What follows belongs to an exercise in optimizing a design on an open flow for small area, a short achievable clock period and few clock cycles; a production flow would make more cautious choices.
Function was checked by simulation only, so behaviour that the tests miss may differ from the original.

## servo_angle_ramp_pwm_duty_top
module servo_angle_ramp_pwm_duty_top (
	input  wire logic        clk,
	input  wire logic        arst_n,
	input  wire logic        cmd_valid,
	output logic             cmd_ready,
	input  sarpd_pkg::cmd_t  cmd,
	output logic             res_valid,
	input  wire logic        res_ready,
	output sarpd_pkg::res_t  res,
	input  wire logic        cfg_we,
	input  wire logic [2:0]  cfg_index,
	input  wire logic [15:0] cfg_data
);
make LEC_CHECK=0 CAP_MARGIN=20 CORE_MARGIN=2 CORE_UTILIZATION=40 SETUP_SLACK_MARGIN=1.5 SLEW_MARGIN=20 finish   # period 8.0 ns
run.sh (not shown) runs the stock make flow with config.mk's settings and CLKGATE_MAP_FILE= SYNTH_SCRIPT=/design/flow/synth_recipe.tcl, a recipe that flattens the netlist after the stock synthesis.
Testbench counts at the start, summed over its fixed seeds: cycles 19,177.
==> next run, changes <==
--- a/flow/design.v
+++ b/flow/design.v
@@ -180,21 +180,22 @@
 			lm1_q  <= msb;
 		end else if (t_cnt != 5'd0) begin
 			t_q    <= {t_q[26:0], !t_d[17]};
 			trem_q <= t_d[17] ? t_r2[15:0] : t_d[15:0];
 		end
 	end
 	logic        vI, vM, vC;
 	logic [1:0]  kI, kM, kC;
-	logic [9:0]  aI, aM;
+	logic [9:0]  aI, aM, aC;
 	logic        lastI, lastM, lastC;
 	logic        rpI, rpM, rpC;
 	logic [12:0] pulseM;
 	logic        rejC;
+	logic [1:0]  doorC;
 	logic [25:0] pr2C;       
 	logic [4:0]  aqM;        
 	logic [5:0]  arM;        
 	logic [9:0]  a_pred;     
 	logic [4:0]  sq_q;       
 	logic [5:0]  sr_q;       
 	logic [1:0]  gen_q;
 	logic [9:0]  tgt_q;
@@ -211,36 +212,36 @@
 	logic [4:0]  hrem_q;
 	logic [1:0]  hcnt_q;
 	logic [10:0] hold_q;
 	logic        adv;
 	logic        sk_v;
 	logic [32:0] prod1;
 	logic        rej_m;
 	logic        kill;
-	logic [1:0]  door_c;
+	logic [1:0]  door_m;
 	logic [39:0] prod2;
 	logic [12:0] duty_c;
 	assign adv = !sk_v
 		&& !(vI && kI == K_MOVE && !s_ok)
 		&& !(vM && kM == K_MOVE && !t_ok);
 	assign cmd_ready = (gen_q == G_IDLE) && adv;
 	assign prod1   = {23'd0, aI} * {1'b0, s_q} + {1'b0, min_q, 20'd0};
 	assign rej_m   = ({3'd0, pulseM} > per_eff);
 	assign kill    = vM && kM == K_MOVE && rpM && rej_m;
 	logic signed [10:0] dcl, dop;
-	assign dcl = $signed({1'b0, a_pred}) - $signed({1'b0, closed_q});
-	assign dop = $signed({1'b0, a_pred}) - $signed({1'b0, open_q});
+	assign dcl = $signed({1'b0, aM}) - $signed({1'b0, closed_q});
+	assign dop = $signed({1'b0, aM}) - $signed({1'b0, open_q});
 	always_comb begin
 		if (dcl <= 11'sd5)
-			door_c = DOOR_CLOSED;
+			door_m = DOOR_CLOSED;
 		else if (dop >= -11'sd5)
-			door_c = DOOR_OPEN;
+			door_m = DOOR_OPEN;
 		else
-			door_c = DOOR_UNKNOWN;
+			door_m = DOOR_UNKNOWN;
 	end
 	assign prod2  = {27'd0, pulseM} * {13'd0, t_q[26:0]};
 	assign duty_c = 13'(pr2C >> lm1_q);
 	logic [3:0]  h_q4;
 	logic [4:0]  h_r;
 	always_comb begin
 		logic [5:0] r2;
 		h_r = hrem_q;
@@ -380,16 +381,18 @@
 					default: gen_q <= G_IDLE;
 				endcase
 			end
 		end
 	end
 	always_ff @(posedge clk) begin
 		if (adv) begin
 			kC     <= kM;
+			aC     <= aM;
+			doorC  <= door_m;
 			rejC   <= (kM == K_MOVE) && rej_m;
 			lastC  <= lastM || ((kM == K_MOVE) && rej_m);
 			rpC    <= rpM;
 			pr2C   <= prod2[39:14];
 			kM     <= kI;
 			aM     <= aI;
 			pulseM <= prod1[32:20];
 			aqM    <= aq_c;
@@ -448,18 +451,18 @@
 		res_new.hold_ms = 11'd0;
 		res_new.last    = 1'b1;
 		case (kC)
 			K_MOVE: begin
 				if (rejC) begin
 					res_new.status = 1'b1;
 				end else begin
 					res_new.duty_cmp   = duty_c;
-					res_new.angle_now  = a_pred;
-					res_new.door_state = door_c;
+					res_new.angle_now  = aC;
+					res_new.door_state = doorC;
 					res_new.enabled    = 1'b1;
 					res_new.hold_ms    = (rpC && !lastC) ? hold_q : 11'd0;
 					res_new.last       = lastC;
 				end
 			end
 			K_DIS: begin
 				res_new.duty_cmp = 13'd0;
 				res_new.enabled  = 1'b0;
- The changed run finished with timing, DRC and antenna clean
- clock-buffer cell count decreases by 5
- worst setup slack gets worse by 0.24 ns
- design area grows by 1.0%
- via count rose by about 1.6%
- non-clock buffer count falls by 22
- flip-flop and latch count is higher by 12
- die area grows by about 2%
- first-iteration DRC count rises by about 0.9%
Testbench counts after the change, summed over its fixed seeds: cycles 19,177.

-- static timing again, ports no longer ideal --
In the flow no input, the clock included, has a driving cell. The finished layouts below were timed again as built, in two steps. Step 1, drivers: a clkbuf_16 drives clk and a buf_2 each remaining input, both assumed. Step 2 adds t to the input delays and takes it off the output delays; t is the mean of the earliest and latest rising clock arrival at the registers after step 1. Input paths then give back, and output paths get back, about the clock's delay inside the block. Slacks: ideal ports / drivers / drivers and shift; pairs: ideal ports / drivers.
run | shift t [ns] | setup WS [ns] | pins driven straight from the clock port
the first run | 0.690 | 1.792 / 1.792 / 1.792 | 1
the second run | 0.683 | 1.548 / 1.548 / 1.548 | 1
After both steps setup and hold are still met in every run listed.
